Background: an optimization exercise with open tools, aiming at small area, a short achievable clock period and few clock cycles per item. Do not read the settings as production practice.
Where RTL was checked, it was by simulation tests only, not by an equivalence proof against the original.
Function not checked in runs 1 and 2: the RTL went through the layout flow alone.
Power is estimated from default activity; no workload was simulated.

**flow/config.mk**
```make
export PLATFORM = sky130hd
export DESIGN_NAME = wildcard_string_matcher_core
export DESIGN_NICKNAME = wildcard_string_matcher_core
export VERILOG_FILES = /design/flow/design.v
export SDC_FILE = /design/flow/constraint.sdc
export NUM_CORES = 4
export LEC_CHECK = 0
export CAP_MARGIN = 20
export CORE_MARGIN = 2
export CORE_UTILIZATION = 65
export CTS_BUF_LIST = sky130_fd_sc_hd__clkbuf_8
export CTS_CLUSTER_DIAMETER = 60
export CTS_CLUSTER_SIZE = 20
export SETUP_SLACK_MARGIN = 2.5
export SLEW_MARGIN = 20
```
**flow/flow/run.sh**
```bash
#!/bin/bash
# The standard layout, with the port buffers that buffer_ports inserts made
# ordinary buffers (buf_4) instead of the cell it picks by default.
set -euo pipefail
export BUFFER_PORTS_ARGS="-buffer_cell sky130_fd_sc_hd__buf_4"
bash standard.sh > standard.log 2>&1
```
**flow/standard.sh**
```bash
#!/bin/bash
# synth_recipe.tcl (not shown) runs the flow's synth.tcl, then flattens the netlist and writes it again
# the make line also repeats each setting of config.mk as NAME=value (left out here)
make -C /OpenROAD-flow-scripts/flow DESIGN_CONFIG=/design/flow/config.mk WORK_HOME=/design/flow/orfs CLKGATE_MAP_FILE= SYNTH_SCRIPT=/design/flow/synth_recipe.tcl "${@:-finish}"
```
**flow/design.v**
```verilog
package wsm_pkg;
   localparam int CHAR_W = 8;
   localparam int CMD_W  = 2;
   localparam logic [CMD_W-1:0] CMD_CLEAR  = 2'd0;
   localparam logic [CMD_W-1:0] CMD_APPEND = 2'd1;
   localparam logic [CMD_W-1:0] CMD_TEXT   = 2'd2;
   localparam logic [CMD_W-1:0] CMD_FINISH = 2'd3;
   localparam logic [CHAR_W-1:0] WILD_ONE = 8'h3F;
   localparam logic [CHAR_W-1:0] WILD_RUN = 8'h2A;
   typedef struct packed {
      logic              valid;
      logic [CHAR_W-1:0] text;
      logic              left_new;
      logic              left_old;
   } wave_type;
endpackage
module wsm_cell (
   input  logic [wsm_pkg::CHAR_W-1:0] pat,
   input  logic [wsm_pkg::CHAR_W-1:0] text,
   output logic                       diag,
   output logic                       star
);
   assign diag = (pat == text) || (pat == wsm_pkg::WILD_ONE);
   assign star = (pat == wsm_pkg::WILD_RUN);
endmodule
module wildcard_string_matcher_core #(
   parameter int MAX_PATTERN = 64
) (
   input  logic        clock,
   input  logic        reset,
   input  logic        req_tvalid,
   output logic        req_tready,
   input  logic [7:0]  req_tdata,    
   input  logic [1:0]  req_tuser,    
   output logic        rsp_tvalid,
   input  logic        rsp_tready,
   output logic [7:0]  rsp_tdata     
);
   localparam int N     = MAX_PATTERN;
   localparam int NS    = N + 1;          
   localparam int LEN_W = $clog2(N + 1);
   localparam int POS_W = $clog2(NS);
   localparam int PW1   = POS_W + 1;
   localparam int QD    = 5;              
   localparam int GRP   = 8;              
   localparam int NG    = (NS + GRP - 1) / GRP;
   localparam int CNT_W = $clog2(QD + 1);
   localparam int KLVL  = 3;                           
   localparam int RUN_K = 1 << KLVL;                   
   localparam int SLOW_PASSES = (N + RUN_K - 3) / (RUN_K - 1);   
   localparam int SC_W  = $clog2(SLOW_PASSES + 1);
   localparam int RK_W  = $clog2(RUN_K + 1);
   localparam int W_SLOT = 0;             
   function automatic logic [POS_W-1:0] slot_add(input logic [POS_W-1:0] a,
                                                 input logic [POS_W-1:0] b);
      logic [POS_W:0] s;
      s = {1'b0, a} + {1'b0, b};
      if (s >= PW1'(NS)) begin
         s = s - PW1'(NS);
      end
      slot_add = s[POS_W-1:0];
   endfunction
   logic             rdy_ff;
   logic             accept;
   logic             acc_clr, acc_app, acc_txt, acc_fin;
   logic [LEN_W-1:0] len_ff;
   logic [POS_W-1:0] rnext_ff;      
   logic             seen_ff;       
   logic             ovf_ff;
   logic             full;
   logic             do_app;
   logic             text_star;
   logic [RK_W-1:0]  srun_ff;       
   logic             long_ff;       
   logic [SC_W-1:0]  slow_ff;       
   logic             slow;
   logic             tstar_ff;      
   logic             go_slow;
   logic             in_step;       
   assign req_tready = rdy_ff;
   assign accept     = req_tvalid && rdy_ff;
   assign acc_clr    = accept && (req_tuser == wsm_pkg::CMD_CLEAR);
   assign acc_app    = accept && (req_tuser == wsm_pkg::CMD_APPEND);
   assign acc_txt    = accept && (req_tuser == wsm_pkg::CMD_TEXT);
   assign acc_fin    = accept && (req_tuser == wsm_pkg::CMD_FINISH);
   assign full       = (len_ff == LEN_W'(N));
   assign do_app     = acc_app && !seen_ff && !full;
   assign text_star  = (req_tdata == wsm_pkg::WILD_RUN);
   assign slow       = (slow_ff != '0);
   assign go_slow    = acc_txt && long_ff;
   assign in_step    = (len_ff == '0) || (rnext_ff == POS_W'((W_SLOT + 1) % NS));
   logic [7:0]    pat_ff [NS];
   logic [NS-1:0] diag_in, star, sent;
   logic [NS-1:0] diag_nx, hold_nx;
   logic [NS-1:0] diag_ff, hold_ff;
   logic          txt_ff, fin_ff, pass_ff, rtxt_ff;
   logic          cmp_on, tsel;
   logic [NS-1:0] m_ff;
   logic [POS_W-1:0] sent_ff;       
   assign cmp_on   = acc_txt || slow;
   assign tsel     = acc_txt ? text_star : tstar_ff;
   genvar j;
   generate
      for (j = 0; j < NS; j++) begin : g_cell
         wsm_cell u_cell (
            .pat  (pat_ff[j]),
            .text (req_tdata),
            .diag (diag_in[j]),
            .star (star[j])
         );
         assign sent[j] = (sent_ff == POS_W'(j));
         if (j == W_SLOT) begin : g_wr
            assign diag_nx[j] = acc_txt ? (diag_in[j] && !sent[j]) : (do_app && text_star);
            assign hold_nx[j] = cmp_on ? (star[j] && !tsel && !sent[j]) : !do_app;
         end else begin : g_rd
            assign diag_nx[j] = acc_txt && diag_in[j] && !sent[j];
            assign hold_nx[j] = cmp_on ? (star[j] && !tsel && !sent[j]) : 1'b1;
         end
      end
   endgenerate
   always_ff @(posedge clock) begin
      for (int k = 0; k < NS; k++) begin
         if (k == W_SLOT) begin
            pat_ff[(k + 1) % NS] <= do_app ? req_tdata : pat_ff[k];
         end else begin
            pat_ff[(k + 1) % NS] <= pat_ff[k];
         end
         diag_ff[(k + 1) % NS] <= diag_nx[k];
         hold_ff[(k + 1) % NS] <= hold_nx[k];
      end
   end
   always_ff @(posedge clock) begin
      if (acc_txt) begin
         tstar_ff <= text_star;
      end
      if (reset) begin
         txt_ff  <= 1'b0;
         rtxt_ff <= 1'b0;
         pass_ff <= 1'b0;
         fin_ff  <= 1'b0;
         slow_ff <= '0;
      end else begin
         txt_ff  <= cmp_on;
         rtxt_ff <= (acc_txt && !long_ff) || (slow_ff == SC_W'(1));
         pass_ff <= slow;
         fin_ff  <= acc_fin;
         if (go_slow) begin
            slow_ff <= SC_W'(SLOW_PASSES);
         end else if (slow) begin
            slow_ff <= slow_ff - SC_W'(1);
         end
      end
   end
   always_ff @(posedge clock) begin
      if (len_ff == '0) begin
         sent_ff  <= POS_W'((W_SLOT + 2) % NS);
         rnext_ff <= POS_W'((W_SLOT + 2) % NS);
      end else begin
         sent_ff  <= slot_add(sent_ff, POS_W'(1));
         if (!do_app) begin
            rnext_ff <= slot_add(rnext_ff, POS_W'(1));
         end
      end
      if (reset || acc_clr) begin
         len_ff  <= '0;
         seen_ff <= 1'b0;
         ovf_ff  <= 1'b0;
         srun_ff <= '0;
         long_ff <= 1'b0;
      end else if (acc_app) begin
         if (!seen_ff) begin
            if (full) begin
               ovf_ff <= 1'b1;
            end else begin
               len_ff <= len_ff + LEN_W'(1);
               if (!text_star) begin
                  srun_ff <= '0;
               end else if (srun_ff == RK_W'(RUN_K - 1)) begin
                  long_ff <= 1'b1;
               end else begin
                  srun_ff <= srun_ff + RK_W'(1);
               end
            end
         end
      end else if (acc_txt) begin
         seen_ff <= 1'b1;
      end
   end
   logic [NS-1:0] new_row;
   always_comb begin
      logic [NS-1:0] gg, pp;
      logic [NS-1:0] g2, p2;
      for (int k = 0; k < NS; k++) begin
         gg[k] = (diag_ff[k] && m_ff[(k + 1) % NS]) || ((hold_ff[k] || pass_ff) && m_ff[k]);
         pp[k] = hold_ff[k] && txt_ff;
      end
      for (int l = 0; l < KLVL; l++) begin
         for (int k = 0; k < NS; k++) begin
            g2[k] = gg[k] || (pp[k] && gg[(k + (1 << l)) % NS]);
            p2[k] = pp[k] && pp[(k + (1 << l)) % NS];
         end
         gg = g2;
         pp = p2;
      end
      new_row = gg;
   end
   always_ff @(posedge clock) begin
      for (int k = 0; k < NS; k++) begin
         if ((k + 1) % NS == (W_SLOT + 2) % NS) begin
            m_ff[(k + 1) % NS] <= (do_app && len_ff == '0) ? 1'b1 : new_row[k];
         end else begin
            m_ff[(k + 1) % NS] <= new_row[k];
         end
      end
   end
   logic             rv_ff, sv_ff;
   logic [POS_W-1:0] rpos_ff;
   logic             rzero_ff, szero_ff;
   logic             rm0_ff, sm0_ff;
   logic             rovf_ff, sovf_ff;
   logic [POS_W-$clog2(GRP)-1:0] shi_ff;
   logic [NG-1:0]    sgrp_ff;
   logic             r_match;
   always_ff @(posedge clock) begin
      rpos_ff  <= rnext_ff;
      rzero_ff <= (len_ff == '0);
      rm0_ff   <= fin_ff && !seen_ff;
      rovf_ff  <= ovf_ff;
      for (int g = 0; g < NG; g++) begin
         sgrp_ff[g] <= 1'b0;
         for (int k = 0; k < GRP; k++) begin
            if (g * GRP + k < NS && rpos_ff[$clog2(GRP)-1:0] == k) begin
               sgrp_ff[g] <= m_ff[g * GRP + k];
            end
         end
      end
      shi_ff   <= rpos_ff[POS_W-1:$clog2(GRP)];
      szero_ff <= rzero_ff;
      sm0_ff   <= rm0_ff;
      sovf_ff  <= rovf_ff;
      if (reset) begin
         rv_ff <= 1'b0;
         sv_ff <= 1'b0;
      end else begin
         rv_ff <= rtxt_ff || fin_ff;
         sv_ff <= rv_ff;
      end
   end
   assign r_match = szero_ff ? sm0_ff : sgrp_ff[shi_ff];
   logic [QD-1:0] qv_ff;
   logic [1:0]    qd_ff [QD];
   logic [CNT_W-1:0] cnt_ff;
   logic          pop;
   assign pop = qv_ff[0] && rsp_tready;
   always_ff @(posedge clock) begin
      logic [QD:0] nv;
      logic [1:0]  nd [QD+1];
      for (int k = 0; k < QD; k++) begin
         nv[k] = qv_ff[k];
         nd[k] = qd_ff[k];
      end
      nv[QD] = 1'b0;
      nd[QD] = 2'b00;
      if (pop) begin
         for (int k = 0; k < QD; k++) begin
            nv[k] = nv[k+1];
            nd[k] = nd[k+1];
         end
      end
      for (int k = QD - 1; k >= 0; k--) begin
         if (sv_ff && !nv[k] && (k == 0 || nv[k-1])) begin
            nv[k] = 1'b1;
            nd[k] = {sovf_ff, r_match};
         end
      end
      for (int k = 0; k < QD; k++) begin
         qd_ff[k] <= nd[k];
      end
      if (reset) begin
         qv_ff <= '0;
      end else begin
         qv_ff <= nv[QD-1:0];
      end
   end
   always_ff @(posedge clock) begin
      logic [CNT_W-1:0] c;
      logic             seen_nx, full_nx, step_nx;
      c       = cnt_ff + CNT_W'(acc_txt || acc_fin) - CNT_W'(pop);
      seen_nx = !acc_clr && (seen_ff || acc_txt);
      full_nx = !acc_clr && (full || (do_app && len_ff == LEN_W'(N - 1)));
      step_nx = acc_clr || do_app || in_step;
      if (reset) begin
         cnt_ff <= '0;
         rdy_ff <= 1'b1;
      end else begin
         cnt_ff <= c;
         rdy_ff <= (c < CNT_W'(QD)) && !go_slow && !(slow_ff > SC_W'(1)) &&
                   (seen_nx || full_nx || step_nx);
      end
   end
   assign rsp_tvalid = qv_ff[0];
   assign rsp_tdata  = {6'b0, qd_ff[0]};
endmodule
```
**flow/constraint.sdc**
```tcl
create_clock -name core_clock -period 5.0 [get_ports {clock}]
set_input_delay 1.0000 -clock core_clock [delete_from_list [all_inputs] [get_ports {clock}]]
set_output_delay 1.0000 -clock core_clock [all_outputs]
set_load 0.01 [all_outputs]
```
==> results.toml, run 1 <==
[run_status]
status = "no timing/DRC/antenna violations"

[routing]
vias = 22900
antenna_left = 0
routed_wirelength_um = 77600
route.detailed.vias_per_inst = 6.22
dr.pass1.iters = 6
wire_per_inst_um = 21.1
drc = 0
drt_iter0_markers = 1926

[grt]
number_of_antenna_violations_at_the_first_check_in_global_routing = 0
grt_first_pass_wirelength_um = 123000
overflow = 0
grt_pass1_vias = 22400
grt_start_max_net_pins = 100
grt.total_usage_pct = 31.1

[clock_network]
clock_path_buffers = 3
clkSinkCount = 799
cts_hold_repair.buffers = 0
cts.root.buffer_cell = "clkbuf_8"
clock_tree.htree_level_count = 2
clk-insertion-delay-late_ns = 0.70
path_clk_slew_ns = 0.12
numCtsBuffers = 49
cts_tree = "built"

[worst_setup_path]
reg2reg_setup_slack_ns = 2.57
cpPeakStageDelay_ns = 0.52
worstPathRequired_ns = 5.61
path_cells = "buf_4 -> nor4bb_1 -> nand2_2 -> inv_1 -> nand2_2 -> or4_1 -> a21oi_1"
critPathMaxFanout = 27
worst_setup_path_start_kind = "input port"
rr_startpoint = "sent_ff[0]$_SDFFE_PP0P_"
setup.worst_path.end_class = "flip-flop"
cp_buf_inv_count = 2
critPathArrivalTime_ns = 3.05
critical_path.most_common_cell = "nand2_2"
reg2reg_depth = 6
r2r_end = "hold_ff[25]$_SDFF_PP1_"
top_family_by_delay_on_critical_path = "simple AND/OR/NAND/NOR gates"
slowest_stage = "or4_1"
criticalPathCategory = "input port to flip-flop"

[logic_synthesis]
syn_area_um2 = 30800
number_of_library_cell_types_mapped_by_synthesis = 71
ys_ff_latch = 799
netlist_instances = 3115
number_of_enable_flip_flop_cells_after_synthesis = 10
synthDominantCellAreaShare_pct = 51.3
avgSynthCellArea_um2 = 9.89
ys.flop_type = "dfxtp_1"
synth.largest_area_cell = "dfxtp_1"
synth_top_cells_by_area = "dfxtp_1 (51%), xnor2_1 (15%), nand4_1 (4.2%)"
yosysSeqAreaShare_pct = 52.2
synth_async_sr_flop_share_pct = 0
yosys_warnings = 23

[hold_path]
worst_hold_startpoint = "rovf_ff$_DFF_P_"
hold-path-endpoint = "sovf_ff$_DFF_P_"
hold_path.class = "flip-flop to flip-flop"
holdPathStages = 0

[sta]
actual_transition_at_the_worst_max_transition_pin_ns = 1.18
setup-violations-final = 0
finalHoldWorstSlack_ns = 0.318
max_slew_margin_vs_limit_pct = 21.3
final.period_utilization_pct = 48.8
setup_repair_after_global_routing_missed_its_margin = "no"
timing.setup.tns_ns = 0
final.setup_skew_ns = 0.0407
finalWorstPathRequiredPeriod_ns = 2.44
timing_max_transition_violations_final = 0
worst_slack_ns = 2.56
timing_hold_violations_final = 0
max_freq_mhz = 410

[final_layout]
post_route_cells_drive_above_1_share_pct = 4.87
syn2layout_area_growth_pct = 4.68
fill_cell_instance_count_of_the_final_layout = 3611
nets_final = 3087
ant_diodes = 0
final_cells = 3686

[floorplan]
floorplan.rows = 79
pin_count = 24
die_w_um = 222
die_area_um2 = 49200
start_util_pct = 66.0
die_h_um = 222
core_area_um2 = 46700

[pwr]
static-leakage-power_nw = 11.3
vdd_ir_drop_max_uv = 345
power.density_nw_per_um2 = 387

[placed_design]
place_hpwl_um = 51300
preCtsSetupSlack_ns = 1.37
number_of_buffers_added_on_ports = 17
gp_congestion = 0.974
dp.cells = 3612

[run]
maxCapViolCount = 0
-- flip-flops by register name (all words and copies together), names as in the netlist, 4 cells and up --
| register | count |
|---|---|
| qd_ff | 10 |
| pat_ff | 520 |
| diag_ff | 65 |
| shi_ff | 4 |
| sent_ff | 7 |
| m_ff | 65 |
| sgrp_ff | 9 |
| qv_ff | 5 |
| slow_ff | 4 |
| len_ff | 7 |
| rnext_ff | 7 |
| rpos_ff | 7 |
| srun_ff | 4 |
| hold_ff | 65 |
-- repair_timing --
item / in CTS / in global routing
resized for setup: 8 / 10
buffers inserted: 1 / 0
pin swaps: 1 / 0
cloned: 1 / 1
setup endpoints to repair: 95 / 75
-- synthesized netlist by cell type, types with 64 or more instances --
| cell type | count |
|---|---|
| o31ai_1 | 70 |
| nand2_1 | 248 |
| or4_1 | 65 |
| clkbuf_1 | 78 |
| nand3_1 | 136 |
| xnor2_1 | 532 |
| o21ai_0 | 143 |
| nor2_1 | 193 |
| nand4_1 | 208 |
| nor3_1 | 77 |
| dfxtp_1 | 789 |
| a31oi_1 | 78 |
| o22a_1 | 64 |
-- per-layer routing --
layer	wire, µm	vias up	GRT usage (%)	share of wire (%)
li1	-	10900	-	-
met3	5490	148	4.39	7.1
met2	35100	763	50.5	45
met4	2660	0	11.4	3.4
met5	0	-	0	0
met1	34300	11100	42.5	44
-- where the power goes --
group / total, W / switching [W] / internal (W)
clock network: 0.00307 / 0.00197 / 0.00110
registers: 0.00764 / 0.000753 / 0.00688
logic: 0.00177 / 0.00102 / 0.000749
-- worst register-to-register path, delay by kind of cell (launching register included) --
kind | cells | cell delay [ns]
and+or+nand+nor | 3 | 1.21
DFF | 1 | 0.49
adders and majority gates | 1 | 0.29
AOI/OAI and AO/OA | 1 | 0.24
buffers and inverters | 1 | 0.14
-- layout by cell type, fill, tap and decap left out, types with 4 or more instances in the layout --
master and n:
and3_1 41, o21ai_0 141, mux2_2 10, o21a_1 4, nand2_1 245, dfxtp_1 785
nor2_1 193, nand2b_1 9, nand3_1 135, xor2_1 9, a31oi_1 78, a21o_1 9
ha_1 10, nand3b_1 4, and2_1 7, o31ai_1 70, o221ai_1 7, or3_1 7
nor2b_1 12, conb_1 6, inv_1 50, buf_6 8, nand2_2 4, xnor2_1 532
o22a_1 64, buf_4 26, or4_1 65, nand4_1 208, clkbuf_8 56, mux2i_1 8
edfxtp_1 10, o21bai_1 33, a21oi_1 48, a22o_1 6, nor3_1 77, a41o_1 22
-- metrics by stage --
stage	total power, W	util (%)	cell area [µm²]
after floorplan	0.00891	-	30900
after global placement	0.00941	67.0	31300
after detailed placement	0.00947	67.0	31300
after CTS	0.0125	69.0	32200
after global routing	0.0130	69.1	32300
final	0.0125	69.1	32300
-- cell type report --
cell class / instances / area (µm²) / share of cell area, %
Clock buffer: 56 / 771 / 2.39
Clock inverter: 15 / 133 / 0.411
Inverter: 46 / 173 / 0.535
Multi-Input combinational cell: 2127 / 14000 / 43.4
Sequential cell: 799 / 16100 / 49.9
Tap cell: 607 / 759 / 2.35
Timing Repair Buffer: 36 / 325 / 1.01
-- kinds of logic after synthesis --
logic type / Yosys count / share of synthesized area (%)
AND/OR/NAND/NOR: 1027 / 16.9
flip-flops: 799 / 52.2
XOR/XNOR: 541 / 15.4
AO/OA/AOI/OAI: 516 / 11.4
buffers and inverters: 196 / 2.66
multiplexers: 21 / 0.845
adder cells (fa/ha/maj): 14 / 0.593
other: 1 / 0.0122
-- how the worst max path moves through the flow --
stage | start | end | slack [ns] | cells past startpoint
floorplan | rsp_tready | rdy_ff$_SDFF_PP1_ | 2.45 | 10
global placement | req_tdata[2] | hold_ff[40]$_SDFF_PP1_ | 1.44 | 6
detailed placement | req_tdata[2] | hold_ff[41]$_SDFF_PP1_ | 1.37 | 6
CTS | req_tuser[1] | srun_ff[3]$_SDFFE_PP0P_ | 2.52 | 7
global route | sent_ff[1]$_SDFF_PP1_ | sent_ff[3]$_SDFF_PP0_ | 2.50 | 8
finish | req_tdata[5] | srun_ff[3]$_SDFFE_PP0P_ | 2.56 | 7
==> inputs of run 2 (changes only) <==
==> flow/run.sh (new file) <==
#!/bin/bash
# synth_recipe.tcl (not shown) runs the flow's synth.tcl, then flattens the netlist and writes it again
# the make line also repeats each setting of config.mk as NAME=value (left out here)
make -C /OpenROAD-flow-scripts/flow DESIGN_CONFIG=/design/flow/config.mk WORK_HOME=/design/flow/orfs CLKGATE_MAP_FILE= SYNTH_SCRIPT=/design/flow/synth_recipe.tcl finish
removed: flow/flow/run.sh
removed: flow/standard.sh
==> results.toml, run 2 <==
[sta]
actual_transition_at_the_worst_max_transition_pin_ns = 1.08
finalWorstPathRequiredPeriod_ns = 2.48
final.setup_skew_ns = 0.0360
final.period_utilization_pct = 49.6
timing_hold_violations_final = 0
setup_repair_after_global_routing_missed_its_margin = "yes"
max_freq_mhz = 403
timing.setup.tns_ns = 0
timing_max_transition_violations_final = 0
max_slew_margin_vs_limit_pct = 28.0
setup-violations-final = 0

[logic_synthesis]
synthDominantCellAreaShare_pct = 51.3
synth.top_cells.by_count = "dfxtp_1 (789), xnor2_1 (532), nand2_1 (248), nand4_1 (208), nor2_1 (193)"
ys.flop_type = "dfxtp_1"
syn_area_um2 = 30800
avgSynthCellArea_um2 = 9.89
synth_async_sr_flop_share_pct = 0
yosys_warnings = 23
synth.largest_area_cell = "dfxtp_1"
number_of_library_cell_types_mapped_by_synthesis = 71
ys_ff_latch = 799
synth_top_cells_by_area = "dfxtp_1 (51%), xnor2_1 (15%), nand4_1 (4.2%)"
yosysSeqAreaShare_pct = 52.2
synthMostInstantiatedCell = "dfxtp_1"
netlist_instances = 3115
number_of_enable_flip_flop_cells_after_synthesis = 10

[grt]
grt_start_max_net_pins = 85
number_of_antenna_violations_at_the_first_check_in_global_routing = 0
grt_first_pass_wirelength_um = 121000
grt_pass1_vias = 22200
overflow = 0
grt.total_usage_pct = 30.3

[hold_path]
holdPathStages = 0
worst_hold_startpoint = "rovf_ff$_DFF_P_"
hold-path-endpoint = "sovf_ff$_DFF_P_"
hold_path.class = "flip-flop to flip-flop"

[worst_setup_path]
critPathArrivalTime_ns = 3.02
slowest_stage = "o21ai_4"
worst_setup_path_start_kind = "input port"
setup.worst_path.end_class = "flip-flop"
criticalPathCategory = "input port to flip-flop"
worstPathRequired_ns = 5.54
cpPeakStageDelay_ns = 0.44
rr_startpoint = "rnext_ff[1]$_SDFFE_PP1N_"
r2r_end = "rnext_ff[3]$_SDFFE_PP0N_"
reg2reg_depth = 8
reg2reg_setup_slack_ns = 2.61
path_cells = "buf_4 -> nor4bb_1 -> nand2_1 -> o21ai_4 -> clkbuf_16 -> nand4b_1 -> o21ai_0"
critPathMaxFanout = 27

[final_layout]
post_route_cells_drive_above_1_share_pct = 5.31
syn2layout_area_growth_pct = 5.62
nets_final = 3096
final_cell_mix = "dfxtp_1 (783), xnor2_1 (532), nand2_1 (247)"
finalCoreUtilization_pct = 69.7
fill_cell_instance_count_of_the_final_layout = 3658
ant_diodes = 0
largest_register = "pat_ff"
largest_register_ff_count = 520
final_common_cell = "dfxtp_1"

[clock_network]
clock_path_buffers = 3
clkSinkCount = 799
cts_hold_repair.buffers = 0
clk-insertion-delay-late_ns = 0.69
path_clk_slew_ns = 0.11
numCtsBuffers = 50
cts.root.buffer_cell = "clkbuf_8"
clock_tree.htree_level_count = 2
cts_tree = "built"

[floorplan]
core_area_um2 = 46700
die_w_um = 222
die_area_um2 = 49200
floorplan.rows = 79
start_util_pct = 66.0
die_h_um = 222
pin_count = 24

[routing]
route.detailed.vias_per_inst = 6.19
drc = 0
routed_wirelength_um = 77100
wire_per_inst_um = 20.9
dr.pass1.iters = 6
antenna_left = 0
drt_iter0_markers = 1736
vias = 22900

[pwr]
static-leakage-power_nw = 11.4
power.share.combinational_pct = 15.3
switching_power_w = 0.00385
vdd_ir_drop_max_uv = 356
power.sequential.fraction_pct = 59.0
clkPwrFrac_pct = 25.6
power.density_nw_per_um2 = 395
power.internal_w = 0.00899
power.switching_fraction_pct = 30.0
power_w = 0.0128

[placed_design]
number_of_buffers_added_on_ports = 17
gp_congestion = 0.934
place_hpwl_um = 52000

[run]
maxCapViolCount = 0

[run_status]
status = "no timing/DRC/antenna violations"
-- run 2: cell types whose count changed in the layout (fill, tap and decap cells not counted), moves of 5 or more --
cell / before / now
buf_6: 8 / 2
o31ai_2: 0 / 12
dlygate4sd2_1: 0 / 5
o31ai_1: 70 / 58
-- run 2: power by group through the flow --
stage	clock network [W]	registers, W	logic (W)
2_1_floorplan	0	0.00741	0.00150
3_3_place_gp	0	0.00775	0.00171
3_5_place_dp	0	0.00772	0.00183
4_1_cts	0.00334	0.00758	0.00184
5_1_grt	0.00358	0.00766	0.00214
6_report	0.00329	0.00758	0.00197
-- run 2: cell type report --
cell class                      count  area [µm²]  share of cell area (%)
Inverter                           46         173                   0.531
Tap cell                          607         759                    2.33
Clock buffer                       58         798                    2.45
Sequential cell                   799       16100                    49.5
Multi-Input combinational cell   2126       14000                    43.1
Clock inverter                     15         226                   0.696
Timing Repair Buffer               45         439                    1.35
-- run 2: worst max-delay path: cells and delay by family --
kind            cells  cell delay, ns
compound gates      2            0.53
buf+inv             2            0.73
simple gates        3            0.69
-- run 2: worst max-delay path by stage --
stage,endpoint,slack (ns),start,cells past startpoint
finish,hold_ff[1]$_DFF_P_,2.52,req_tdata[5],7
global route,rnext_ff[3]$_SDFFE_PP0N_,2.47,rnext_ff[1]$_SDFFE_PP1N_,8
CTS,hold_ff[1]$_DFF_P_,2.48,req_tvalid,9
detailed placement,hold_ff[1]$_DFF_P_,1.27,req_tvalid,9
global placement,hold_ff[1]$_DFF_P_,1.35,req_tvalid,9
floorplan,rdy_ff$_SDFF_PP1_,2.45,rsp_tready,10
-- run 2: logic make-up (layout without fill, tap and decap cells) --
| family | Yosys count | in the layout | share of synthesized area (%) |
|---|---|---|---|
| AOI/OAI and AO/OA | 516 | 517 | 11.4 |
| xor gates and xnor gates | 541 | 541 | 15.4 |
| adders and majority gates | 14 | 14 | 0.593 |
| buffers and inverters | 196 | 164 | 2.66 |
| DFF | 799 | 799 | 52.2 |
| muxes | 21 | 21 | 0.845 |
| other | 1 | 6 | 0.0122 |
| and+or+nand+nor | 1027 | 1027 | 16.9 |
-- run 2: what timing repair did --
item | 4_1_cts | 5_1_grt
buffers inserted | 1 | 3
setup endpoints to repair | 74 | 84
resized for setup | 14 | 24
cloned | 1 | 2
pin swaps | 0 | 1
-- run 2: through the flow --
stage	instance area [µm²]	setup WS, ns	hold slack [ns]	std cells
after floorplan	30900	2.45	0.310	3120
after global placement	31300	1.35	0.314	3615
after detailed placement	31300	1.27	0.314	3616
after CTS	32400	2.48	0.335	3691
after global routing	32500	2.47	0.341	3696
final	32500	2.52	0.334	3696
-- run 2: per-layer routing --
layer	global-route usage, %	vias to the layer above	routed length [µm]
met5	0	-	0
met3	4.48	138	4820
met4	9.87	0	2320
met1	41.9	11100	34900
met2	49.2	706	35100
li1	-	10900	-
==> inputs of run 3 (changes only) <==
--- a/flow/design.v
+++ b/flow/design.v
@@ -285,8 +285,12 @@
    always_ff @(posedge clock) begin
-      logic [CNT_W-1:0] c;
-      logic             seen_nx, full_nx, step_nx;
-      c       = cnt_ff + CNT_W'(acc_txt || acc_fin) - CNT_W'(pop);
-      seen_nx = !acc_clr && (seen_ff || acc_txt);
-      full_nx = !acc_clr && (full || (do_app && len_ff == LEN_W'(N - 1)));
-      step_nx = acc_clr || do_app || in_step;
+      logic             inc, room, no_stall;
+      inc = acc_txt || acc_fin;
+      if (inc && !pop) begin
+         room = (cnt_ff <= CNT_W'(QD - 2));
+      end else if (!inc && pop) begin
+         room = 1'b1;
+      end else begin
+         room = (cnt_ff <= CNT_W'(QD - 1));
+      end
+      no_stall = seen_ff || full || in_step || acc_clr || acc_app || acc_txt;
       if (reset) begin
@@ -295,5 +299,4 @@
       end else begin
-         cnt_ff <= c;
-         rdy_ff <= (c < CNT_W'(QD)) && !go_slow && !(slow_ff > SC_W'(1)) &&
-                   (seen_nx || full_nx || step_nx);
+         cnt_ff <= cnt_ff + CNT_W'(inc) - CNT_W'(pop);
+         rdy_ff <= room && !go_slow && !(slow_ff > SC_W'(1)) && no_stall;
       end
==> flow/flow/run.sh (new file) <==
#!/bin/bash
# The standard layout, with the port buffers that buffer_ports inserts made
# ordinary buffers (buf_4) instead of the cell it picks by default.
set -euo pipefail
export BUFFER_PORTS_ARGS="-buffer_cell sky130_fd_sc_hd__buf_4"
bash standard.sh > standard.log 2>&1
==> flow/standard.sh (new file) <==
#!/bin/bash
# synth_recipe.tcl (not shown) runs the flow's synth.tcl, then flattens the netlist and writes it again
# the make line also repeats each setting of config.mk as NAME=value (left out here)
make -C /OpenROAD-flow-scripts/flow DESIGN_CONFIG=/design/flow/config.mk WORK_HOME=/design/flow/orfs CLKGATE_MAP_FILE= SYNTH_SCRIPT=/design/flow/synth_recipe.tcl "${@:-finish}"
--- a/flow/config.mk
+++ b/flow/config.mk
@@ -11,4 +11,4 @@
 export CTS_BUF_LIST = sky130_fd_sc_hd__clkbuf_8
-export CTS_CLUSTER_DIAMETER = 60
-export CTS_CLUSTER_SIZE = 20
+export CTS_CLUSTER_DIAMETER = 50
+export CTS_CLUSTER_SIZE = 14
 export SETUP_SLACK_MARGIN = 2.5
removed: flow/run.sh
==> results.toml, run 3 <==
[worst_setup_path]
critPathMaxFanout = 31
path_cells = "buf_4 -> nor4b_1 -> nand2_1 -> o21ai_4 -> buf_12 -> buf_12 -> o41ai_1"
worst_setup_path_start_kind = "input port"
critPathArrivalTime_ns = 2.97
critPathLaunch = "req_tdata[7]"
worstPathRequired_ns = 5.56
slowest_stage = "buf_4"
rr_startpoint = "sent_ff[2]$_SDFF_PP0_"
setup.worst_path.end_class = "flip-flop"
reg2reg_setup_slack_ns = 2.59
criticalPathCategory = "input port to flip-flop"
cpPeakStageDelay_ns = 0.54
critical_path.most_common_cell = "buf_12"

[final_layout]
largest_register_ff_count = 520
multiInputGateArea_um2 = 14100
post_route_cells_drive_above_1_share_pct = 5.78
ant_diodes = 0
largest_register = "pat_ff"
final_common_cell = "dfxtp_1"
syn2layout_area_growth_pct = 5.80
final_cell_mix = "dfxtp_1 (785), xnor2_1 (526), nand2_1 (233)"
fill_cell_instance_count_of_the_final_layout = 3674
finalCoreUtilization_pct = 70.0
final_cells = 3722
area.sequential_um2 = 16100
nets_final = 3127

[placed_design]
number_of_buffers_added_on_ports = 17
place_hpwl_um = 52300
gp_congestion = 0.917
dp.cells = 3623

[logic_synthesis]
number_of_enable_flip_flop_cells_after_synthesis = 10
synth_async_sr_flop_share_pct = 0
number_of_library_cell_types_mapped_by_synthesis = 74
ys_ff_latch = 799
synthMostInstantiatedCell = "dfxtp_1"
ys.flop_type = "dfxtp_1"
yosys_warnings = 23
synth.top_cells.by_count = "dfxtp_1 (789), xnor2_1 (526), nand2_1 (238), nand4_1 (205), nor2_1 (183)"
yosysSeqAreaShare_pct = 52.0
synth_top_cells_by_area = "dfxtp_1 (51%), xnor2_1 (15%), nand4_1 (4.1%)"
avgSynthCellArea_um2 = 9.92
syn_area_um2 = 30900
synthDominantCellAreaShare_pct = 51.1
synth.largest_area_cell = "dfxtp_1"
netlist_instances = 3118

[floorplan]
die_area_um2 = 49300
die_w_um = 222
core_area_um2 = 46800
pin_count = 24
start_util_pct = 66.1
die_h_um = 222
floorplan.rows = 79

[sta]
final.setup_skew_ns = 0.0161
timing.setup.tns_ns = 0
max_slew_margin_vs_limit_pct = 28.2
max_freq_mhz = 415
timing_hold_violations_final = 0
timing_max_transition_violations_final = 0
finalWorstPathRequiredPeriod_ns = 2.41
final.period_utilization_pct = 48.1
setup-violations-final = 0
setup_repair_after_global_routing_missed_its_margin = "yes"
actual_transition_at_the_worst_max_transition_pin_ns = 1.07

[routing]
drc = 0
drt_iter0_markers = 1773
routed_wirelength_um = 79300
route.detailed.vias_per_inst = 6.21
wire_per_inst_um = 21.3
antenna_left = 0
dr.pass1.iters = 5
vias = 23100

[grt]
grt_pass1_vias = 22900
grt_first_pass_wirelength_um = 125000
number_of_antenna_violations_at_the_first_check_in_global_routing = 0
grt_start_max_net_pins = 72
overflow = 0
grt.total_usage_pct = 31.7

[pwr]
switching_power_w = 0.00390
power.share.combinational_pct = 14.4
power.internal_w = 0.00908
power.density_nw_per_um2 = 397
power.sequential.fraction_pct = 58.3
clkPwrFrac_pct = 27.3
power.switching_fraction_pct = 30.0
static-leakage-power_nw = 11.6
vdd_ir_drop_max_uv = 271

[clock_network]
cts.root.buffer_cell = "clkbuf_8"
cts_tree = "built"
clock_path_buffers = 3
path_clk_slew_ns = 0.09
numCtsBuffers = 70
clk-insertion-delay-late_ns = 0.68
clkSinkCount = 799
clock_tree.htree_level_count = 3

[run_status]
status = "no timing/DRC/antenna violations"

[hold_path]
worst_hold_startpoint = "rm0_ff$_DFF_P_"
hold_path.class = "flip-flop to flip-flop"

[run]
maxCapViolCount = 0
run 3: stage by stage:
step / setup slack [ns] / hold WS, ns / cell area (µm²) / power (W)
after floorplan: 2.51 / 0.310 / 30900 / 0.00884
after global placement: 1.50 / 0.315 / 31400 / 0.00940
after detailed placement: 1.40 / 0.313 / 31400 / 0.00946
after CTS: 2.52 / 0.331 / 32700 / 0.0129
after global routing: 2.48 / 0.339 / 32700 / 0.0135
final: 2.59 / 0.329 / 32700 / 0.0130
run 3: cell families after synthesis:
kind of cell / after synthesis / synth area share (%)
and+or+nand+nor: 1008 / 16.7
DFF: 799 / 52.0
xor gates and xnor gates: 536 / 15.2
AOI/OAI and AO/OA: 530 / 11.6
buffers and inverters: 196 / 2.63
muxes: 28 / 1.03
adders and majority gates: 20 / 0.833
other: 1 / 0.0121
run 3: worst paths after layout:
kind | cells past startpoint | to
setup / recovery | 7 | hold_ff[3]$_SDFF_PP1_
setup reg to reg | 5 | hold_ff[24]$_SDFF_PP1_
hold / removal | 0 | sm0_ff$_DFF_P_
hold reg to reg | 0 | sm0_ff$_DFF_P_
run 3: worst max-delay path, delay by kind of cell:
kind / cells / cell delay, ns
AND/OR/NAND/NOR: 2 / 0.51
buffers and inverters: 3 / 0.89
AO/OA/AOI/OAI: 2 / 0.53
run 3: metal layers:
layer	routed length [µm]	vias up	part of all wire [%]	track usage [%]
li1	-	11000	-	-
met1	35000	11200	44	42.3
met2	35900	769	45	50.9
met3	4980	210	6.3	5.39
met4	3360	0	4.2	13.9
met5	0	-	0	0
run 3: timing repair:
item | 4_1_cts | 5_1_grt
resized for setup | 3 | 14
buffers inserted | 2 | 2
endpoints found under the setup margin | 65 | 71
hold buffers | 0 | 0
pin swaps | 1 | 2
cloned | 0 | 1
run 3: area by class of cell:
class / instances / area share (%)
clock inverter: 20 / 0.528
tap: 607 / 2.32
multi-input combinational: 2129 / 43.1
clock buffer: 74 / 3.11
sequential: 799 / 49.2
timing repair buffer: 44 / 1.17
inverter: 49 / 0.562
run 3: power groups by stage:
| stage | Sequential, W | Combinational, W | Clock [W] |
|---|---|---|---|
| CTS | 0.00754 | 0.00180 | 0.00360 |
| global placement | 0.00767 | 0.00172 | 0 |
| finish | 0.00757 | 0.00187 | 0.00355 |
| detailed placement | 0.00768 | 0.00178 | 0 |
| floorplan | 0.00740 | 0.00144 | 0 |
| global route | 0.00764 | 0.00204 | 0.00384 |
Testbench counts of run 3, summed over its fixed seeds: cycles 9,989, items 5,396.
==> inputs of run 4 (changes only) <==
--- a/flow/config.mk
+++ b/flow/config.mk
@@ -13,3 +13,3 @@
 export CTS_CLUSTER_SIZE = 14
-export SETUP_SLACK_MARGIN = 2.5
+export SETUP_SLACK_MARGIN = 3.1
 export SLEW_MARGIN = 20
==> results.toml, run 4 <==
[grt]
grt_start_max_net_pins = 54
grt_pass1_vias = 23900
overflow = 0
grt_first_pass_wirelength_um = 134000
number_of_antenna_violations_at_the_first_check_in_global_routing = 1
grt.total_usage_pct = 34.2

[logic_synthesis]
avgSynthCellArea_um2 = 9.92
synthDominantCellAreaShare_pct = 51.1
number_of_enable_flip_flop_cells_after_synthesis = 10
synth_top_cells_by_area = "dfxtp_1 (51%), xnor2_1 (15%), nand4_1 (4.1%)"
netlist_instances = 3118
ys_ff_latch = 799
ys.flop_type = "dfxtp_1"
synth_async_sr_flop_share_pct = 0
synth.top_cells.by_count = "dfxtp_1 (789), xnor2_1 (526), nand2_1 (238), nand4_1 (205), nor2_1 (183)"
yosys_warnings = 23
syn_area_um2 = 30900
synthMostInstantiatedCell = "dfxtp_1"
number_of_library_cell_types_mapped_by_synthesis = 74
synth.largest_area_cell = "dfxtp_1"
yosysSeqAreaShare_pct = 52.0

[final_layout]
syn2layout_area_growth_pct = 18.9
final_area_um2 = 36800
final_cell_mix = "dfxtp_1 (772), xnor2_1 (338), nand2_1 (219)"
largest_register_ff_count = 520
largest_register = "pat_ff"
post_route_cells_drive_above_1_share_pct = 18.9
final_common_cell = "dfxtp_1"
nets_final = 3239
ant_diodes = 0

[clock_network]
path_clk_slew_ns = 0.10
clkSinkCount = 799
clock_tree.htree_level_count = 3
numCtsBuffers = 71
clock_path_buffers = 3
cts_tree = "built"
cts_hold_repair.buffers = 0
cts.root.buffer_cell = "clkbuf_8"
clk-insertion-delay-late_ns = 0.68

[sta]
setup-violations-final = 0
timing.setup.tns_ns = 0
timing_hold_violations_final = 0
final.setup_skew_ns = 0.0258
actual_transition_at_the_worst_max_transition_pin_ns = 0.682
final.period_utilization_pct = 44.3
max_freq_mhz = 451
setup_repair_after_global_routing_missed_its_margin = "yes"
max_slew_margin_vs_limit_pct = 54.5
finalWorstPathRequiredPeriod_ns = 2.22
timing_max_transition_violations_final = 0

[hold_path]
hold-path-endpoint = "shi_ff[3]$_DFF_P_"
holdPathStages = 0
worst_hold_startpoint = "rpos_ff[6]$_DFF_P_"
hold_path.class = "flip-flop to flip-flop"

[worst_setup_path]
rr_startpoint = "rnext_ff[0]$_SDFFE_PP0P_"
path_cells = "buf_6"
criticalPathCategory = "flip-flop to output pin"
r2r_end = "rnext_ff[2]$_SDFFE_PP0N_"
reg2reg_depth = 9
critPathArrivalTime_ns = 1.22
reg2reg_setup_slack_ns = 2.85
setup.worst_path.end_class = "output pin"
worstPathRequired_ns = 4.00
critPathMaxFanout = 1
slowest_stage = "edfxtp_1"
top_family_by_delay_on_critical_path = "flip-flops"
cp_buf_inv_count = 1
worst_setup_path_start_kind = "flip-flop"
cpPeakStageDelay_ns = 0.40

[routing]
routed_wirelength_um = 89600
dr.pass1.iters = 9
wire_per_inst_um = 23.3
drt_iter0_markers = 2273
antenna_left = 0
vias = 24400
route.detailed.vias_per_inst = 6.35
drc = 0

[floorplan]
pin_count = 24
die_w_um = 222
die_h_um = 222
start_util_pct = 66.1
core_area_um2 = 46800
die_area_um2 = 49300
floorplan.rows = 79

[run_status]
status = "no timing/DRC/antenna violations"

[run]
maxCapViolCount = 0

[placed_design]
place_hpwl_um = 52700
placed_area_um2 = 33000
number_of_buffers_added_on_ports = 17
gp_congestion = 0.912

[pwr]
vdd_ir_drop_max_uv = 335
power.density_nw_per_um2 = 381
power_w = 0.0140
static-leakage-power_nw = 13.6
[run 4: cell counts after synthesis]
Identical to the previous run, type by type.
[run 4: layout make-up]
type | instances | area (µm²)
Multi-Input combinational cell | 2131 | 16500
Timing Repair Buffer | 153 | 1830
Inverter | 49 | 194
Fill cell | 3089 | 9990
Clock buffer | 76 | 1050
Tap cell | 607 | 759
Sequential cell | 799 | 16100
Clock inverter | 23 | 240
[run 4: logic make-up after synthesis]
family                     share of synthesized area (%)
AOI/OAI and AO/OA                                   11.6
xor gates and xnor gates                            15.2
adders and majority gates                          0.833
buffers and inverters                               2.63
DFF                                                 52.0
muxes                                               1.03
other                                             0.0121
and+or+nand+nor                                     16.7
[run 4: worst max path at each step]
| stage | start | endpoint | slack (ns) | depth (start not counted) |
|---|---|---|---|---|
| after floorplan | req_tvalid | len_ff[5]$_SDFFE_PP0P_ | 2.73 | 7 |
| after global placement | req_tdata[3] | hold_ff[10]$_SDFF_PP1_ | 1.53 | 6 |
| after detailed placement | req_tdata[3] | hold_ff[37]$_SDFF_PP1_ | 1.43 | 6 |
| after CTS | qd_ff[0][0]$_DFFE_PP_ | rsp_tdata[0] | 2.75 | 1 |
| after global routing | rnext_ff[0]$_SDFFE_PP0P_ | rnext_ff[2]$_SDFFE_PP0N_ | 2.72 | 9 |
| final | qd_ff[0][1]$_DFFE_PP_ | rsp_tdata[1] | 2.78 | 1 |
[run 4: power breakdown]
group / internal [W] / switching, W / total (W)
clock: 0.00161 / 0.00214 / 0.00375
combinational: 0.00119 / 0.00152 / 0.00271
sequential: 0.00688 / 0.000679 / 0.00755
total: 0.00968 / 0.00433 / 0.0140
[run 4: worst reg2reg max path, stage by stage (launching register included)]
cell	delay, ns
dfxtp_4	0.38
buf_6	0.13
buf_12	0.12
and4_4	0.15
and3b_2	0.22
nor4_4	0.39
buf_4	0.20
mux2i_2	0.24
nand3_1	0.11
a21oi_1	0.14
[run 4: metal layers]
layer	up-vias	global-route usage (%)	wire (µm)
met2	1059	56.0	41400
met5	-	0	0
met3	273	6.12	7530
li1	11300	-	-
met1	11700	45.0	36700
met4	0	14.0	4000
[run 4: metrics by stage]
stage / setup WS (ns) / hold WS [ns] / util (%) / cells
detailed placement: 1.43 / 0.313 / 70.7 / 3622
CTS: 2.75 / 0.318 / 76.1 / 3788
global route: 2.72 / 0.313 / 78.6 / 3838
global placement: 1.53 / 0.313 / 70.7 / 3622
floorplan: 2.73 / 0.310 / - / 3123
finish: 2.78 / 0.313 / 78.6 / 3838
[run 4: timing repair]
action | in CTS | in global routing
buffers inserted | 60 | 45
setup endpoints to repair | 245 | 140
pin swaps | 27 | 42
gates cloned | 7 | 5
resized for setup | 132 | 129
==> inputs of run 5 (changes only) <==
--- a/flow/config.mk
+++ b/flow/config.mk
@@ -9,3 +9,3 @@
 export CORE_MARGIN = 2
-export CORE_UTILIZATION = 65
+export CORE_UTILIZATION = 75
 export CTS_BUF_LIST = sky130_fd_sc_hd__clkbuf_8
@@ -13,3 +13,3 @@
 export CTS_CLUSTER_SIZE = 14
-export SETUP_SLACK_MARGIN = 3.1
+export SETUP_SLACK_MARGIN = 2.8
 export SLEW_MARGIN = 20
==> results.toml, run 5 <==
[logic_synthesis]
number_of_enable_flip_flop_cells_after_synthesis = 10
yosysSeqAreaShare_pct = 52.0
post_synth_mux_area_share_pct = 1.03
basic_gate_share_of_the_synthesized_area_counting_and_or_nand_and_nor_cells_pct = 16.7
adder_cell_fraction_of_synth_area_pct = 0.833
synth.largest_area_cell = "dfxtp_1"
number_of_library_cell_types_mapped_by_synthesis = 74
dominant_combinational_cell_family_by_area_after_synthesis = "simple AND/OR/NAND/NOR gates"
synth.top_cells.by_count = "dfxtp_1 (789), xnor2_1 (526), nand2_1 (238), nand4_1 (205), nor2_1 (183)"
ys_ff_latch = 799
synth-compound-area-share_pct = 11.6
netlist_instances = 3118
synthDominantCellAreaShare_pct = 51.1
avgSynthCellArea_um2 = 9.92
ys.flop_type = "dfxtp_1"
yosys_warnings = 23
syn_area_um2 = 30900
synth-xor-area-share_pct = 15.2
synth_async_sr_flop_share_pct = 0
synth_top_cells_by_area = "dfxtp_1 (51%), xnor2_1 (15%), nand4_1 (4.1%)"
synthMostInstantiatedCell = "dfxtp_1"

[grt]
grt_start_max_net_pins = 72
overflow = 0
global_route.usage.met1_pct = 48.3
globalRouteMet3Util_pct = 6.78
number_of_antenna_violations_at_the_first_check_in_global_routing = 1
grtUsageMet2_pct = 58.7
grt.total_usage_pct = 36.7
grt_pass1_vias = 23600
grt_most_used_layer = "met2"
grt_first_pass_wirelength_um = 127000

[worst_setup_path]
top_family_by_delay_on_critical_path = "simple AND/OR/NAND/NOR gates"
reg2reg_setup_slack_ns = 2.75
r2r_end = "hold_ff[23]$_SDFF_PP1_"
path_depth = 6
rr_startpoint = "sent_ff[0]$_SDFFE_PP0N_"
setup.worst_path.end_class = "flip-flop"
cpPeakStageDelay_ns = 0.43
path_cells = "inv_1 -> ha_1 -> nand2_2 -> nor2_1 -> or4_1 -> o31ai_1"
reg2reg_depth = 6
critPathArrivalTime_ns = 2.82
cp_buf_inv_count = 1
worst_setup_path_start_kind = "flip-flop"
critPathMaxFanout = 7
worstPathRequired_ns = 5.57
slowest_stage = "or4_1"
criticalPathCategory = "flip-flop to flip-flop"

[sta]
final.period_utilization_pct = 45.0
finalWorstPathRequiredPeriod_ns = 2.25
setup-violations-final = 0
final.setup_skew_ns = 0.0245
max_slew_margin_vs_limit_pct = 41.9
timing.setup.tns_ns = 0
setup_repair_after_global_routing_missed_its_margin = "yes"
timing_max_transition_violations_final = 0
timing_hold_violations_final = 0
max_freq_mhz = 445
actual_transition_at_the_worst_max_transition_pin_ns = 0.870

[hold_path]
hold-path-endpoint = "shi_ff[0]$_DFF_P_"
holdPathStages = 0
hold_path.class = "flip-flop to flip-flop"
worst_hold_startpoint = "rpos_ff[3]$_DFF_P_"

[clock_network]
cts_hold_repair.buffers = 0
cts.root.buffer_cell = "clkbuf_8"
clock_path_buffers = 3
clkSinkCount = 799
clock_tree.htree_level_count = 3
cts_tree = "built"
path_clk_slew_ns = 0.09
numCtsBuffers = 68
clk-insertion-delay-late_ns = 0.69

[final_layout]
final_cell_mix = "dfxtp_1 (772), xnor2_1 (525), nand2_1 (222)"
final_area_um2 = 33100
largest_register = "pat_ff"
fill_cell_instance_count_of_the_final_layout = 2516
post_route_cells_drive_above_1_share_pct = 7.63
largest_register_ff_count = 520
final_common_cell = "dfxtp_1"
nets_final = 3140
ant_diodes = 0
syn2layout_area_growth_pct = 6.97

[floorplan]
pin_count = 24
die_area_um2 = 42900
floorplan.rows = 74
core_area_um2 = 40700
die_w_um = 207
die_h_um = 207
start_util_pct = 75.9

[routing]
drc = 0
wire_per_inst_um = 22.5
vias = 23800
route.detailed.vias_per_inst = 6.52
antenna_left = 0
routed_wirelength_um = 82000
dr.pass1.iters = 6
drt_iter0_markers = 2304

[placed_design]
gp_congestion = 1.00
number_of_buffers_added_on_ports = 17
place_hpwl_um = 51600
placed_area_um2 = 31400

[run]
maxCapViolCount = 0

[pwr]
power.density_nw_per_um2 = 391
vdd_ir_drop_max_uv = 308
static-leakage-power_nw = 11.7

[run_status]
status = "no timing/DRC/antenna violations"
==> run 5: cell types whose count changed in the layout (fill, tap and decap cells not counted), sizes merged <==
cell	delta
or2	+1
bufbuf	-3
clkinv	-1
nand3	-2
buf	-88
clkinvlp	+1
bufinv	-3
inv	-7
clkbuf	-7
o21ai	-1
==> run 5: where the power goes <==
part	switching [W]	total [W]	internal, W
Clock	0.00204	0.00341	0.00136
Combinational	0.00115	0.00193	0.000787
Sequential	0.000705	0.00758	0.00688
Total	0.00389	0.0129	0.00903
==> run 5: layer usage <==
layer	up-vias	wire length [µm]	part of all wire [%]
met2	1081	37400	46
met5	-	0	0
met3	273	6950	8.5
li1	11000	-	-
met4	0	3980	4.8
met1	11500	33700	41
==> run 5: layout make-up <==
cell class                      count  area [µm²]  area share [%]
Multi-Input combinational cell   2129       14400            43.4
Clock inverter                     13         105           0.318
Timing Repair Buffer               59         638            1.93
Inverter                           49         188           0.567
Sequential cell                   799       16100            48.8
Tap cell                          532         666            2.01
Clock buffer                       72         991            3.00
==> run 5: cell families after synthesis <==
family | Yosys count
adders and majority gates | 20
and+or+nand+nor | 1008
muxes | 28
other | 1
buffers and inverters | 196
DFF | 799
AOI/OAI and AO/OA | 530
xor gates and xnor gates | 536
==> run 5: worst max-delay path by stage <==
stage	start	endpoint	slack, ns
6_report	sent_ff[0]$_SDFFE_PP0N_	hold_ff[23]$_SDFF_PP1_	2.75
5_1_grt	sent_ff[5]$_SDFF_PP0_	sent_ff[5]$_SDFF_PP0_	2.70
4_1_cts	qd_ff[0][0]$_DFFE_PP_	rsp_tdata[0]	2.78
3_5_place_dp	req_tuser[1]	hold_ff[40]$_SDFF_PP1_	1.78
3_3_place_gp	req_tuser[1]	hold_ff[40]$_SDFF_PP1_	1.84
2_1_floorplan	req_tdata[2]	diag_ff[34]$_DFF_P_	2.73
==> run 5: stage by stage <==
step / total power (W) / hold WS [ns] / utilization, % / setup WS (ns) / std cells
global route: 0.0134 / 0.334 / 81.2 / 2.70 / 3653
finish: 0.0129 / 0.331 / 81.2 / 2.75 / 3653
CTS: 0.0128 / 0.333 / 80.4 / 2.78 / 3634
global placement: 0.00937 / 0.312 / 77.1 / 1.84 / 3543
floorplan: 0.00890 / 0.310 / - / 2.73 / 3123
detailed placement: 0.00946 / 0.312 / 77.1 / 1.78 / 3543
==> run 5: what timing repair did <==
action                                  CTS  global route
setup buffers                             5            17
resized for setup                        56            44
endpoints found under the setup margin  183           111
pin swaps                                 2            12
endpoints found under the hold margin     0             0
gates cloned                              1             2
==> inputs of run 6 (changes only) <==
--- a/flow/config.mk
+++ b/flow/config.mk
@@ -9,3 +9,3 @@
 export CORE_MARGIN = 2
-export CORE_UTILIZATION = 75
+export CORE_UTILIZATION = 65
 export CTS_BUF_LIST = sky130_fd_sc_hd__clkbuf_8
@@ -13,3 +13,3 @@
 export CTS_CLUSTER_SIZE = 14
-export SETUP_SLACK_MARGIN = 2.8
+export SETUP_SLACK_MARGIN = 2.7
 export SLEW_MARGIN = 20
==> results.toml, run 6 <==
[logic_synthesis]
number_of_enable_flip_flop_cells_after_synthesis = 10
yosysSeqAreaShare_pct = 52.0
synthMostInstantiatedCell = "dfxtp_1"
synthDominantCellAreaShare_pct = 51.1
post_synth_mux_area_share_pct = 1.03
ys.flop_type = "dfxtp_1"
synth_async_sr_flop_share_pct = 0
synth_top_cells_by_area = "dfxtp_1 (51%), xnor2_1 (15%), nand4_1 (4.1%)"
dominant_combinational_cell_family_by_area_after_synthesis = "simple AND/OR/NAND/NOR gates"
number_of_library_cell_types_mapped_by_synthesis = 74
syn_area_um2 = 30900
yosys_warnings = 23
basic_gate_share_of_the_synthesized_area_counting_and_or_nand_and_nor_cells_pct = 16.7
netlist_instances = 3118
synth.largest_area_cell = "dfxtp_1"
synth-xor-area-share_pct = 15.2
synth.top_cells.by_count = "dfxtp_1 (789), xnor2_1 (526), nand2_1 (238), nand4_1 (205), nor2_1 (183)"
avgSynthCellArea_um2 = 9.92
synth-compound-area-share_pct = 11.6
adder_cell_fraction_of_synth_area_pct = 0.833
ys_ff_latch = 799

[routing]
antenna_left = 0
vias = 23100
dr.pass1.iters = 6
drc = 0
drt_iter0_markers = 1752
routed_wirelength_um = 77200
route.detailed.vias_per_inst = 6.18
wire_per_inst_um = 20.7

[sta]
finalHoldWorstSlack_ns = 0.335
setup-violations-final = 0
timing_hold_violations_final = 0
finalWorstPathRequiredPeriod_ns = 2.27
setup_repair_after_global_routing_missed_its_margin = "yes"
max_freq_mhz = 441
final.period_utilization_pct = 45.3
timing.setup.tns_ns = 0
final.setup_skew_ns = 0.0276
timing_max_transition_violations_final = 0
actual_transition_at_the_worst_max_transition_pin_ns = 0.853
max_slew_margin_vs_limit_pct = 43.0

[worst_setup_path]
cp_buf_inv_count = 2
setup.worst_path.end_class = "flip-flop"
reg2reg_depth = 6
criticalPathCategory = "input port to flip-flop"
critPathLaunch = "req_tdata[0]"
r2r_end = "qd_ff[0][0]$_DFFE_PP_"
top_family_by_delay_on_critical_path = "simple AND/OR/NAND/NOR gates"
rr_startpoint = "shi_ff[1]$_DFF_P_"
reg2reg_setup_slack_ns = 2.76
worstPathRequired_ns = 5.52
cpPeakStageDelay_ns = 0.45
worst_setup_path_start_kind = "input port"
path_cells = "buf_4 -> nor4bb_4 -> nand2_2 -> o21ai_4 -> buf_6 -> o31ai_1"
slowest_stage = "nor4bb_4"
critPathArrivalTime_ns = 2.79
path_depth = 6
critPathMaxFanout = 39
timing.critical_path.to = "hold_ff[16]$_SDFF_PP1_"

[final_layout]
area.sequential_um2 = 16100
largest_register_ff_count = 520
post_route_cells_drive_above_1_share_pct = 6.76
ant_diodes = 0
final_cell_mix = "dfxtp_1 (778), xnor2_1 (526), nand2_1 (227)"
nets_final = 3132
final_common_cell = "dfxtp_1"
multiInputGateArea_um2 = 14200
syn2layout_area_growth_pct = 6.35
fill_cell_instance_count_of_the_final_layout = 3610
largest_register = "pat_ff"

[floorplan]
start_util_pct = 66.1
floorplan.rows = 79
core_area_um2 = 46800
pin_count = 24
die_h_um = 222
die_w_um = 222
die_area_um2 = 49300

[grt]
grt.total_usage_pct = 31.2
number_of_antenna_violations_at_the_first_check_in_global_routing = 1
grt_first_pass_wirelength_um = 124000
grt_start_max_net_pins = 70
grt_pass1_vias = 22800
overflow = 0

[clock_network]
clock_tree.htree_level_count = 3
clkSinkCount = 799
cts_tree = "built"
clk-insertion-delay-late_ns = 0.69
cts.root.buffer_cell = "clkbuf_8"
clock_path_buffers = 3
cts_hold_repair.buffers = 0
numCtsBuffers = 71
path_clk_slew_ns = 0.08

[placed_design]
place_hpwl_um = 51700
number_of_buffers_added_on_ports = 17
gp_congestion = 0.923

[pwr]
static-leakage-power_nw = 11.6
power.density_nw_per_um2 = 396
vdd_ir_drop_max_uv = 283

[hold_path]
hold_path.class = "flip-flop to flip-flop"

[run_status]
status = "no timing/DRC/antenna violations"

[run]
maxCapViolCount = 0
[run 6: cell counts after synthesis]
No cell type changed its count.
[run 6: timing repair]
action                                  4_1_cts  5_1_grt
resized for setup                            26       21
pin swaps                                     1        0
setup buffers                                 4        4
endpoints found under the setup margin      123      108
[run 6: logic make-up after synthesis]
| group | Yosys count |
|---|---|
| buffers and inverters | 196 |
| flip-flops | 799 |
| adder cells (fa/ha/maj) | 20 |
| multiplexers | 28 |
| AND/OR/NAND/NOR | 1008 |
| AO/OA/AOI/OAI | 530 |
| XOR/XNOR | 536 |
| other | 1 |
[run 6: where the power goes]
part	switching, W	internal [W]	leakage (nW)	total [W]
clock	0.00211	0.00150	0.635	0.00362
combinational	0.00105	0.000771	4.51	0.00182
sequential	0.000722	0.00688	6.50	0.00760
[run 6: metrics by stage]
step | area (µm²) | power [W] | setup WS (ns) | util (%) | instances
4_1_cts | 32800 | 0.0130 | 2.70 | 70.1 | 3723
5_1_grt | 32900 | 0.0136 | 2.62 | 70.3 | 3727
3_5_place_dp | 31500 | 0.00949 | 1.48 | 67.3 | 3624
3_3_place_gp | 31400 | 0.00940 | 1.50 | 67.2 | 3623
2_1_floorplan | 31000 | 0.00886 | 2.66 | - | 3123
6_report | 32900 | 0.0130 | 2.73 | 70.3 | 3727
[run 6: how the worst min path moves through the flow]
| stage | start | to | slack (ns) | cells past startpoint |
|---|---|---|---|---|
| floorplan | rpos_ff[3]$_DFF_P_ | shi_ff[0]$_DFF_P_ | 0.31 | 0 |
| global placement | rpos_ff[5]$_DFF_P_ | shi_ff[2]$_DFF_P_ | 0.31 | 0 |
| detailed placement | rpos_ff[3]$_DFF_P_ | shi_ff[0]$_DFF_P_ | 0.32 | 0 |
| finish | rpos_ff[3]$_DFF_P_ | shi_ff[0]$_DFF_P_ | 0.33 | 0 |
| CTS | rpos_ff[3]$_DFF_P_ | shi_ff[0]$_DFF_P_ | 0.34 | 0 |
| global route | rpos_ff[3]$_DFF_P_ | shi_ff[0]$_DFF_P_ | 0.34 | 0 |
[run 6: cell type report]
cell class | count | share of cell area, %
clock inverters | 19 | 0.533
inverters | 49 | 0.571
well taps | 607 | 2.31
clock buffers | 76 | 3.18
repair buffers | 49 | 1.32
flip-flops and latches | 799 | 49.0
multi-input cells | 2128 | 43.1
[run 6: layer usage]
metal / part of all wire, % / global-route usage, % / up-vias
met2: 46 / 51.1 / 730
li1: - / - / 11000
met4: 3.8 / 11.7 / 2
met5: 0.013 / 0 / -
met1: 44 / 41.1 / 11100
met3: 6.3 / 5.75 / 196
==> inputs of run 7 (changes only) <==
--- a/flow/config.mk
+++ b/flow/config.mk
@@ -13,3 +13,3 @@
 export CTS_CLUSTER_SIZE = 14
-export SETUP_SLACK_MARGIN = 2.7
+export SETUP_SLACK_MARGIN = 3.0
 export SLEW_MARGIN = 20
==> results.toml, run 7 <==
[worst_setup_path]
critPathArrivalTime_ns = 1.22
critPathMaxFanout = 1
path_cells = "buf_6"
worstPathRequired_ns = 4.00
cpPeakStageDelay_ns = 0.40
setup.worst_path.end_class = "output pin"
criticalPathCategory = "flip-flop to output pin"
worst_setup_path_start_kind = "flip-flop"
top_family_by_delay_on_critical_path = "flip-flops"
cp_buf_inv_count = 1
slowest_stage = "edfxtp_1"

[pwr]
clkPwrFrac_pct = 27.3
vdd_ir_drop_max_uv = 311
power.internal_w = 0.00939
power.sequential.fraction_pct = 55.7
power.share.combinational_pct = 17.0
power.switching_fraction_pct = 30.7
static-leakage-power_nw = 13.0
power.density_nw_per_um2 = 382
switching_power_w = 0.00416

[grt]
overflow = 0
grt_first_pass_wirelength_um = 130000
grt_start_max_net_pins = 72
grt.total_usage_pct = 32.9
number_of_antenna_violations_at_the_first_check_in_global_routing = 0
grt_pass1_vias = 23800

[sta]
setup_repair_after_global_routing_missed_its_margin = "yes"
max_freq_mhz = 450
finalHoldWorstSlack_ns = 0.321
final.setup_skew_ns = 0.0317
final.period_utilization_pct = 44.4
timing_max_transition_violations_final = 0
timing.setup.tns_ns = 0
finalWorstPathRequiredPeriod_ns = 2.22
actual_transition_at_the_worst_max_transition_pin_ns = 0.759
timing_hold_violations_final = 0
setup-violations-final = 0
max_slew_margin_vs_limit_pct = 49.4

[logic_synthesis]
synth-xor-area-share_pct = 15.2
number_of_library_cell_types_mapped_by_synthesis = 74
synth_async_sr_flop_share_pct = 0
number_of_enable_flip_flop_cells_after_synthesis = 10
avgSynthCellArea_um2 = 9.92
adder_cell_fraction_of_synth_area_pct = 0.833
post_synth_mux_area_share_pct = 1.03
synth_top_cells_by_area = "dfxtp_1 (51%), xnor2_1 (15%), nand4_1 (4.1%)"
ys.flop_type = "dfxtp_1"
yosysSeqAreaShare_pct = 52.0
basic_gate_share_of_the_synthesized_area_counting_and_or_nand_and_nor_cells_pct = 16.7
dominant_combinational_cell_family_by_area_after_synthesis = "simple AND/OR/NAND/NOR gates"
synth.top_cells.by_count = "dfxtp_1 (789), xnor2_1 (526), nand2_1 (238), nand4_1 (205), nor2_1 (183)"
synth.largest_area_cell = "dfxtp_1"
synthMostInstantiatedCell = "dfxtp_1"
ys_ff_latch = 799
netlist_instances = 3118
synth-compound-area-share_pct = 11.6
yosys_warnings = 23
syn_area_um2 = 30900
synthDominantCellAreaShare_pct = 51.1

[floorplan]
die_h_um = 222
core_area_um2 = 46800
die_area_um2 = 49300
start_util_pct = 66.1
floorplan.rows = 79
pin_count = 24
die_w_um = 222

[final_layout]
post_route_cells_drive_above_1_share_pct = 16.5
ant_diodes = 0
final_common_cell = "dfxtp_1"
syn2layout_area_growth_pct = 14.8
nets_final = 3190
final_cell_mix = "dfxtp_1 (772), xnor2_1 (339), nand2_1 (221)"
largest_register = "pat_ff"
largest_register_ff_count = 520
fill_cell_instance_count_of_the_final_layout = 3207

[hold_path]
hold_path.class = "flip-flop to flip-flop"

[clock_network]
clock_path_buffers = 3
clk-insertion-delay-late_ns = 0.70
clkSinkCount = 799
path_clk_slew_ns = 0.09
cts_tree = "built"
clock_tree.htree_level_count = 3
cts.root.buffer_cell = "clkbuf_8"
cts_hold_repair.buffers = 0
numCtsBuffers = 73

[routing]
antenna_left = 0
route.detailed.vias_per_inst = 6.28
dr.pass1.iters = 7
routed_wirelength_um = 82600
drc = 0
vias = 23800
drt_iter0_markers = 1905
wire_per_inst_um = 21.8

[run]
maxCapViolCount = 0

[placed_design]
place_hpwl_um = 53100
gp_congestion = 0.926
number_of_buffers_added_on_ports = 17

[run_status]
status = "no timing/DRC/antenna violations"
[run 7: layout make-up]
cell class / instances / area [µm²] / area share, %
clock buffer: 81 / 1110 / 3.14
clock inverter: 21 / 173 / 0.486
inverter: 49 / 194 / 0.546
multi-input combinational: 2131 / 16100 / 45.3
sequential: 799 / 16200 / 45.5
tap: 607 / 759 / 2.14
timing repair buffer: 102 / 1030 / 2.91
[run 7: cells by family after synthesis]
| group | after synthesis |
|---|---|
| AOI/OAI and AO/OA | 530 |
| xor gates and xnor gates | 536 |
| adders and majority gates | 20 |
| buffers and inverters | 196 |
| DFF | 799 |
| muxes | 28 |
| other | 1 |
| and+or+nand+nor | 1008 |
[run 7: worst paths after layout]
path,startpoint,endpoint,slack [ns],cells after the start
max,qd_ff[0][1]$_DFFE_PP_,rsp_tdata[1],2.78,1
min,rpos_ff[6]$_DFF_P_,shi_ff[3]$_DFF_P_,0.32,0
max reg2reg,rnext_ff[1]$_SDFFE_PP1N_,rnext_ff[3]$_SDFFE_PP0N_,2.89,7
min reg2reg,rpos_ff[6]$_DFF_P_,shi_ff[3]$_DFF_P_,0.32,0
[run 7: per-stage QoR]
step | util, % | instance area [µm²] | std cells | total power [W] | setup WS (ns)
after floorplan | - | 33400 | 3123 | 0.00911 | 2.73
after global placement | 70.6 | 33000 | 3625 | 0.00956 | 1.42
after detailed placement | 70.6 | 33000 | 3625 | 0.00962 | 1.31
after CTS | 75.1 | 35100 | 3777 | 0.0134 | 2.74
after global routing | 75.9 | 35500 | 3790 | 0.0141 | 2.73
final | 75.9 | 35500 | 3790 | 0.0136 | 2.78
[run 7: power by group through the flow]
stage	Combinational, W	Clock, W	Sequential, W
after global routing	0.00247	0.00397	0.00762
after floorplan	0.00168	0	0.00743
after detailed placement	0.00190	0	0.00773
after CTS	0.00209	0.00372	0.00756
after global placement	0.00184	0	0.00772
final	0.00230	0.00370	0.00756
[run 7: per-layer routing]
metal	wire [µm]	vias to the layer above	track usage [%]	share of wire (%)
li1	-	11200	-	-
met1	34800	11500	42.9	42
met2	38400	846	54.3	47
met3	5730	247	5.65	6.9
met4	3640	0	14.1	4.4
met5	0	-	0	0
[run 7: repair_timing]
action | 4_1_cts | 5_1_grt
cloned | 4 | 0
buffers inserted | 46 | 13
resized for setup | 105 | 57
setup endpoints to repair | 236 | 88
pin swaps | 21 | 21

==> what the ideal ports hide <==
The flow's constraints put no driver on any port. The routed layouts listed below were extracted and timed again, unchanged, in two steps. Step 1, drivers: a clkbuf_16 drives clock and a buf_2 each remaining input, both assumed. Step 2 adds t to the input delays and takes it off the output delays; t is the mean of the earliest and latest rising clock arrival at the registers after step 1. Input paths then give back, and output paths get back, about the clock's delay inside the block. Three values: ideal, step 1, step 2; two values: the first two.
| run | t, ns | setup WS [ns] | worst setup path after step 2 |
|---|---|---|---|
| run 1 | 0.740 | 2.559 / 2.571 / 1.852 | input to register |
| run 2 | 0.726 | 2.521 / 2.553 / 1.827 | input to register |
| run 3 | 0.738 | 2.593 / 2.595 / 1.888 | input to register |
| run 4 | 0.730 | 2.783 / 2.726 / 2.165 | input to register |
| run 5 | 0.730 | 2.752 / 2.752 / 2.091 | input to register |
| run 6 | 0.732 | 2.734 / 2.728 / 2.040 | input to register |
| run 7 | 0.742 | 2.780 / 2.724 / 2.287 | input to register |
After both steps setup and hold are still met in every run listed. The setup slack of run 1, which loses most, moves by +0.012 ns with the drivers and by -0.707 ns with both steps.
